This design comes from an exercise in tuning for small area, a short achievable clock period and few clock cycles per item on the open sky130 flow, not from production work.
Where RTL was checked, it was by simulation tests only, not by an equivalence proof against the original.

==> run M <==
==> flow/design.v (excerpt) <==
module space_to_depth_address_gen_core #(
  parameter int unsigned DATA_BITS = 32,
  parameter int unsigned DIM_BITS  = 12,
  parameter int unsigned ADDR_BITS = 24
) (
  input  logic                   clk_i,
  input  logic                   rst_ni,
  input  logic                   psel,
  input  logic                   penable,
  input  logic                   pwrite,
  input  logic [4:0]             paddr,
  input  logic [31:0]            pwdata,
  output logic [31:0]            prdata,
  output logic                   pready,
  input  logic                   in_valid_i,
  output logic                   in_ready_o,
  input  logic [DATA_BITS-1:0]   element_value_i,
  output logic                   out_valid_o,
  input  logic                   out_ready_i,
  output logic [DATA_BITS-1:0]   out_value_o,
  output logic [ADDR_BITS-1:0]   out_address_o,
  output logic                   in_range_o,
  output logic                   last_element_o
);
==> flow/config.mk <==
export PLATFORM = sky130hd
export DESIGN_NAME = space_to_depth_address_gen_core
export DESIGN_NICKNAME = space_to_depth_address_gen_core
export VERILOG_FILES = /design/flow/design.v
export SDC_FILE = /design/flow/constraint.sdc
export NUM_CORES = 4
export LEC_CHECK = 0
export CAP_MARGIN = 20
export CORE_MARGIN = 2
export CORE_UTILIZATION = 55
export SLEW_MARGIN = 20
==> flow/constraint.sdc <==
create_clock -name core_clock -period 10.0 [get_ports {clk_i}]
set_input_delay 2.0000 -clock core_clock [delete_from_list [all_inputs] [get_ports {clk_i}]]
set_output_delay 2.0000 -clock core_clock [all_outputs]
set_load 0.01 [all_outputs]
standard.sh (not shown) runs the stock make flow with config.mk's settings and CLKGATE_MAP_FILE= SYNTH_SCRIPT=/design/flow/synth_recipe.tcl, a recipe that flattens the netlist after the stock synthesis.
==> flow/flow/run.sh <==
#!/bin/bash
# Own layout flow: the standard synthesis (standard.sh synth, unchanged),
# then the standard ORFS layout steps with these changes:
#  - port buffers placed by flow/ports.tcl: a small buffer on each input and
#    a faster one on each output (instead of the resizer's single pick)
#  - timing repair aimed at a larger setup margin
# Each step's output goes to its own log in this folder; ORFS's per-stage
# logs are under orfs/logs/.
set -euo pipefail
MARGIN=${MARGIN:-6.8}
[[ -f flow/params.sh ]] && source flow/params.sh
bash standard.sh synth > synth.log 2>&1
PORTS="$PWD/flow/ports.tcl"
sed 's#"\${@:-finish}"#SETUP_SLACK_MARGIN='"$MARGIN"' DONT_BUFFER_PORTS=1 PRE_GLOBAL_PLACE_TCL='"$PORTS"' "${@:-finish}"#' standard.sh > layout.sh
grep -q "SETUP_SLACK_MARGIN=$MARGIN" layout.sh
bash layout.sh > layout.log 2>&1
==> flow/flow/params.sh <==
MARGIN=6.8
==> flow/flow/ports.tcl <==
# Port buffers (run before global placement, in place of ORFS's buffer_ports)
puts "Perform port buffering (flow/ports.tcl)..."
buffer_ports -inputs -buffer_cell sky130_fd_sc_hd__buf_1
buffer_ports -outputs -buffer_cell sky130_fd_sc_hd__buf_4
==> run X (differences from run M) <==
--- a/flow/config.mk
+++ b/flow/config.mk
@@ -5,7 +5,9 @@
 export SDC_FILE = /design/flow/constraint.sdc
 export NUM_CORES = 4
 export LEC_CHECK = 0
 export CAP_MARGIN = 20
 export CORE_MARGIN = 2
 export CORE_UTILIZATION = 55
+export CTS_CLUSTER_DIAMETER = 80
+export CTS_CLUSTER_SIZE = 30
 export SLEW_MARGIN = 20
==> run K (differences from run M) <==
==> flow/design.v (replaced) <==
module space_to_depth_address_gen_core #(
  parameter int unsigned DATA_BITS = 32,
  parameter int unsigned DIM_BITS  = 12,
  parameter int unsigned ADDR_BITS = 24
) (
  input  logic                   clk_i,
  input  logic                   rst_ni,
  input  logic                   psel,
  input  logic                   penable,
  input  logic                   pwrite,
  input  logic [4:0]             paddr,
  input  logic [31:0]            pwdata,
  output logic [31:0]            prdata,
  output logic                   pready,
  input  logic                   in_valid_i,
  output logic                   in_ready_o,
  input  logic [DATA_BITS-1:0]   element_value_i,
  output logic                   out_valid_o,
  input  logic                   out_ready_i,
  output logic [DATA_BITS-1:0]   out_value_o,
  output logic [ADDR_BITS-1:0]   out_address_o,
  output logic                   in_range_o,
  output logic                   last_element_o
);
  localparam int unsigned DW = DIM_BITS + 1;
  localparam int unsigned AW = ADDR_BITS;
  logic [6:0]    batch_q;
  logic [DW-1:0] height_q, width_q, chan_q;
  logic [4:0]    block_q;
  logic [2:0]    idx;
  logic          wr_en, hit;
  logic [DW-1:0] rd_d, rd_q;
  assign idx    = paddr[4:2];
  assign wr_en  = psel && penable && pwrite;
  assign hit    = idx < 3'd5;
  assign pready = 1'b1;
  always_ff @(posedge clk_i or negedge rst_ni) begin
    if (!rst_ni) begin
      batch_q  <= 7'd1;
      height_q <= DW'(1);
      width_q  <= DW'(1);
      chan_q   <= DW'(1);
      block_q  <= 5'd1;
    end else if (wr_en) begin
      case (idx)
        3'd0: batch_q  <= pwdata[6:0];
        3'd1: height_q <= pwdata[DW-1:0];
        3'd2: width_q  <= pwdata[DW-1:0];
        3'd3: chan_q   <= pwdata[DW-1:0];
        3'd4: block_q  <= pwdata[4:0];
        default: ;
      endcase
    end
  end
  always_comb begin
    case (idx)
      3'd0:    rd_d = DW'(batch_q);
      3'd1:    rd_d = height_q;
      3'd2:    rd_d = width_q;
      3'd3:    rd_d = chan_q;
      3'd4:    rd_d = DW'(block_q);
      default: rd_d = '0;
    endcase
  end
  always_ff @(posedge clk_i) begin
    rd_q <= rd_d;
  end
  assign prdata = 32'(rd_q);
  function automatic logic [DW-1:0] clamp_dim(input logic [DW-1:0] v);
    clamp_dim = v[DW-1] ? {1'b1, {(DW-1){1'b0}}} : ((v == '0) ? DW'(1) : v);
  endfunction
  logic [6:0]    n_eff;
  logic [DW-1:0] h_eff, w_eff, c_eff;
  logic [4:0]    s_eff;
  assign n_eff = batch_q[6] ? 7'd64 : ((batch_q == '0) ? 7'd1 : batch_q);
  assign s_eff = block_q[4] ? 5'd16 : ((block_q == '0) ? 5'd1 : block_q);
  assign h_eff = clamp_dim(height_q);
  assign w_eff = clamp_dim(width_q);
  assign c_eff = clamp_dim(chan_q);
  localparam logic [32*9-1:0] SS_TAB = {
    9'd256, 9'd256, 9'd256, 9'd256, 9'd256, 9'd256, 9'd256, 9'd256, 9'd256, 9'd256, 9'd256, 9'd256, 9'd256, 9'd256, 9'd256, 9'd256, 9'd225, 9'd196, 9'd169, 9'd144, 9'd121, 9'd100, 9'd81, 9'd64, 9'd49, 9'd36, 9'd25, 9'd16, 9'd9, 9'd4, 9'd1, 9'd1};
  localparam logic [32*9-1:0] K1_TAB = {
    9'd241, 9'd241, 9'd241, 9'd241, 9'd241, 9'd241, 9'd241, 9'd241, 9'd241, 9'd241, 9'd241, 9'd241, 9'd241, 9'd241, 9'd241, 9'd241, 9'd211, 9'd183, 9'd157, 9'd133, 9'd111, 9'd91, 9'd73, 9'd57, 9'd43, 9'd31, 9'd21, 9'd13, 9'd7, 9'd3, 9'd1, 9'd1};
  localparam logic [32*10-1:0] MK2_TAB = {
    10'd784, 10'd784, 10'd784, 10'd784, 10'd784, 10'd784, 10'd784, 10'd784, 10'd784, 10'd784, 10'd784, 10'd784, 10'd784, 10'd784, 10'd784, 10'd784, 10'd814, 10'd842, 10'd868, 10'd892, 10'd914, 10'd934, 10'd952, 10'd968, 10'd982, 10'd994, 10'd1004, 10'd1012, 10'd1018, 10'd1022, 10'd0, 10'd0};
  logic [8:0] ss_q, k1_q;
  logic [9:0] mk2_q;
  always_ff @(posedge clk_i) begin
    ss_q  <= SS_TAB[9*block_q +: 9];
    k1_q  <= K1_TAB[9*block_q +: 9];
    mk2_q <= MK2_TAB[10*block_q +: 10];
  end
  logic                 o_valid_q, s_valid_q, o_free, o_load;
  logic [DATA_BITS-1:0] s_val_q, o_val_q;
  assign in_ready_o = !s_valid_q;
  assign o_free     = !o_valid_q || out_ready_i;
  assign o_load     = o_free && (s_valid_q || in_valid_i);
  always_ff @(posedge clk_i or negedge rst_ni) begin
    if (!rst_ni) begin
      o_valid_q <= 1'b0;
      s_valid_q <= 1'b0;
    end else begin
      o_valid_q <= o_load || (o_valid_q && !out_ready_i);
      s_valid_q <= (s_valid_q || in_valid_i) && !o_free;
    end
  end
  always_ff @(posedge clk_i) begin
    if (!s_valid_q) s_val_q <= element_value_i;
    if (o_load)     o_val_q <= s_valid_q ? s_val_q : element_value_i;
  end
  logic          z_q;
  logic [DW-1:0] cl_q, wl_q, hl_q;
  logic [6:0]    nl_q;
  logic [4:0]    cr_q, rr_q;
  logic          lc_q, lw_q, lh_q, ln_q, cw_q, rw_q, colok_q, rowok_q;
  logic          mc_q, mp_q, mb_q, mr_q, sa_q, sq_q, sr_q, sh_q;
  logic          inr_q, last_q;
  logic [AW-1:0] a_q, q_q, r_q;
  logic [AW-1:0] a_add, q_add, r_add, a_nxt;
  logic [8:0]    a_opd;
  logic [9:0]    q_opd;
  assign a_opd = mc_q ? ss_q : (mb_q ? k1_q : 9'd1);
  assign q_opd = mp_q ? 10'(cr_q) : mk2_q;
  assign a_add = a_q + AW'(a_opd);
  assign q_add = q_q + {{(AW-10){q_opd[9]}}, q_opd};
  assign r_add = r_q + AW'(s_eff);
  assign a_nxt = ({AW{sa_q && !z_q}} & a_add) | ({AW{sq_q && !z_q}} & q_add) |
                 ({AW{sr_q && !z_q}} & r_add) | ({AW{sh_q && !z_q}} & r_q);
  logic lc_d, lw_d, lh_d, ln_d, cw_d, rw_d, colok_d, rowok_d;
  logic [4:0] cr_d, rr_d;
  logic step_w, step_h, step_n;
  assign step_w = !z_q && lc_q;                    
  assign step_h = !z_q && lc_q && lw_q;            
  assign step_n = !z_q && lc_q && lw_q && lh_q;    
  always_comb begin
    lc_d    = lc_q;
    lw_d    = lw_q;
    lh_d    = lh_q;
    ln_d    = ln_q;
    cw_d    = cw_q;
    rw_d    = rw_q;
    cr_d    = cr_q;
    rr_d    = rr_q;
    colok_d = colok_q;
    rowok_d = rowok_q;
    if (z_q || lc_q) lc_d = c_eff == DW'(1);
    else             lc_d = cl_q == DW'(2);
    if (z_q || step_h) begin
      lw_d    = w_eff == DW'(1);
      cr_d    = 5'd1;
      cw_d    = s_eff == 5'd1;
      colok_d = w_eff >= DW'(s_eff);
    end else if (step_w) begin
      lw_d = wl_q == DW'(2);
      if (cw_q) begin
        cr_d    = 5'd1;
        cw_d    = s_eff == 5'd1;
        colok_d = wl_q > DW'(s_eff);
      end else begin
        cr_d = cr_q + 5'd1;
        cw_d = (cr_q + 5'd1) == s_eff;
      end
    end
    if (z_q || step_n) begin
      lh_d    = h_eff == DW'(1);
      rr_d    = 5'd1;
      rw_d    = s_eff == 5'd1;
      rowok_d = h_eff >= DW'(s_eff);
    end else if (step_h) begin
      lh_d = hl_q == DW'(2);
      if (rw_q) begin
        rr_d    = 5'd1;
        rw_d    = s_eff == 5'd1;
        rowok_d = hl_q > DW'(s_eff);
      end else begin
        rr_d = rr_q + 5'd1;
        rw_d = (rr_q + 5'd1) == s_eff;
      end
    end
    if (z_q)         ln_d = n_eff == 7'd1;
    else if (step_n) ln_d = nl_q == 7'd2;
  end
  logic last_d, mr_d;
  assign last_d = lc_d && lw_d && lh_d && ln_d;
  assign mr_d   = lc_d && lw_d && !(lh_d && ln_d);
  always_ff @(posedge clk_i or negedge rst_ni) begin
    if (!rst_ni) begin
      z_q <= 1'b1;
    end else if (wr_en && hit) begin
      z_q <= 1'b1;
    end else if (o_load) begin
      z_q <= last_d;
    end
  end
  always_ff @(posedge clk_i) begin
    if (o_load) begin
      mc_q <= !lc_d;
      mp_q <= lc_d && !lw_d && !cw_d;
      mb_q <= lc_d && !lw_d && cw_d;
      mr_q <= mr_d;
      sa_q <= !lc_d || (lc_d && !lw_d && cw_d) || (mr_d && rw_d && cw_d);
      sq_q <= (lc_d && !lw_d && !cw_d) || (mr_d && rw_d && !cw_d);
      sr_q <= mr_d && !rw_d && rowok_d;
      sh_q <= mr_d && !rw_d && !rowok_d;
    end
  end
  always_ff @(posedge clk_i) begin
    if (o_load) begin
      lc_q    <= lc_d;
      lw_q    <= lw_d;
      lh_q    <= lh_d;
      ln_q    <= ln_d;
      cw_q    <= cw_d;
      rw_q    <= rw_d;
      cr_q    <= cr_d;
      rr_q    <= rr_d;
      colok_q <= colok_d;
      rowok_q <= rowok_d;
      inr_q   <= colok_d && rowok_d;
      last_q  <= last_d;
      cl_q    <= (z_q || lc_q) ? c_eff : cl_q - DW'(1);
      if (z_q || step_h)  wl_q <= w_eff;
      else if (step_w)    wl_q <= wl_q - DW'(1);
      if (z_q || step_n)  hl_q <= h_eff;
      else if (step_h)    hl_q <= hl_q - DW'(1);
      if (z_q)            nl_q <= n_eff;
      else if (step_n)    nl_q <= nl_q - 7'd1;
      a_q <= (colok_d && rowok_d) ? a_nxt : '0;
      if (z_q || mb_q || mr_q) q_q <= a_nxt;
      if (z_q || mr_q)         r_q <= a_nxt;
    end
  end
  assign out_valid_o    = o_valid_q;
  assign out_value_o    = o_val_q;
  assign out_address_o  = a_q;
  assign in_range_o     = inr_q;
  assign last_element_o = last_q;
endmodule
==> flow/flow/run.sh (replaced) <==
#!/bin/bash
# Own layout flow: the standard synthesis (standard.sh synth, unchanged),
# then the standard ORFS layout steps with two extra knobs:
#  - port buffers of a small plain buffer cell instead of the resizer's pick
#  - timing repair aimed at a larger setup margin
# Each step's output goes to its own log in this folder; ORFS's per-stage
# logs are under orfs/logs/.
set -euo pipefail
MARGIN=${MARGIN:-7}
PORTBUF=${PORTBUF:-sky130_fd_sc_hd__buf_2}
[[ -f flow/params.sh ]] && source flow/params.sh
bash standard.sh synth > synth.log 2>&1
sed 's/"\${@:-finish}"/SETUP_SLACK_MARGIN='"$MARGIN"' BUFFER_PORTS_ARGS="-buffer_cell '"$PORTBUF"'" "${@:-finish}"/' standard.sh > layout.sh
grep -q "SETUP_SLACK_MARGIN=$MARGIN" layout.sh
bash layout.sh > layout.log 2>&1
==> flow/flow/params.sh (replaced) <==
MARGIN=5
==> flow/config.mk (replaced) <==
export PLATFORM = sky130hd
export DESIGN_NAME = space_to_depth_address_gen_core
export DESIGN_NICKNAME = space_to_depth_address_gen_core
export VERILOG_FILES = /design/flow/design.v
export SDC_FILE = /design/flow/constraint.sdc
export NUM_CORES = 4
export LEC_CHECK = 0
export ABC_CLOCK_PERIOD_IN_PS = 3000
export CAP_MARGIN = 20
export CORE_MARGIN = 2
export CORE_UTILIZATION = 40
export SLEW_MARGIN = 20
removed: flow/flow/ports.tcl
==> run summary <==
Synthesized area is the same in run M and run X.
The highest clock skew belongs to run X, the lowest to run K.
In run K the worst hold slack is worse than in run M, by 0.0014 ns.
Routed wire length: run X < run M < run K.
The lowest sequential share of layout area belongs to run K, the highest to run X.
Testbench counts of run M, summed over its fixed seeds: cycles 53,646, items 52,758.
Testbench counts of run X, summed over its fixed seeds: cycles 53,646, items 52,758.
For run K, only the layout was checked, not whether the RTL still works.

==> port drivers added, routing unchanged <==
The flow's constraints put no driver on any port. The routed layouts listed below were extracted and timed again, unchanged, in two steps.
Step 1, drivers: a clkbuf_16 drives clk_i and a buf_2 each remaining input, both assumed.
Step 2 times the ports against the registers' clock, not the clock port: input delays grow and output delays shrink by t, the midpoint of the rising clock arrivals with the driver on.
Slacks: ideal / step 1 / step 2; pairs: ideal / step 1.
run	shift t [ns]	slack for setup (ns)	worst hold slack (ns)
run M	0.560	6.710 / 6.666 / 6.105	0.471 / 0.471 / 0.471
run X	0.557	6.628 / 6.628 / 6.130	0.482 / 0.482 / 0.482
run K	0.590	5.415 / 5.415 / 5.415	0.470 / 0.470 / 0.470
After both steps setup and hold are still met in every run listed. For run M, which loses most, drivers alone change the setup slack by -0.044 ns; drivers and shift together by -0.605 ns.
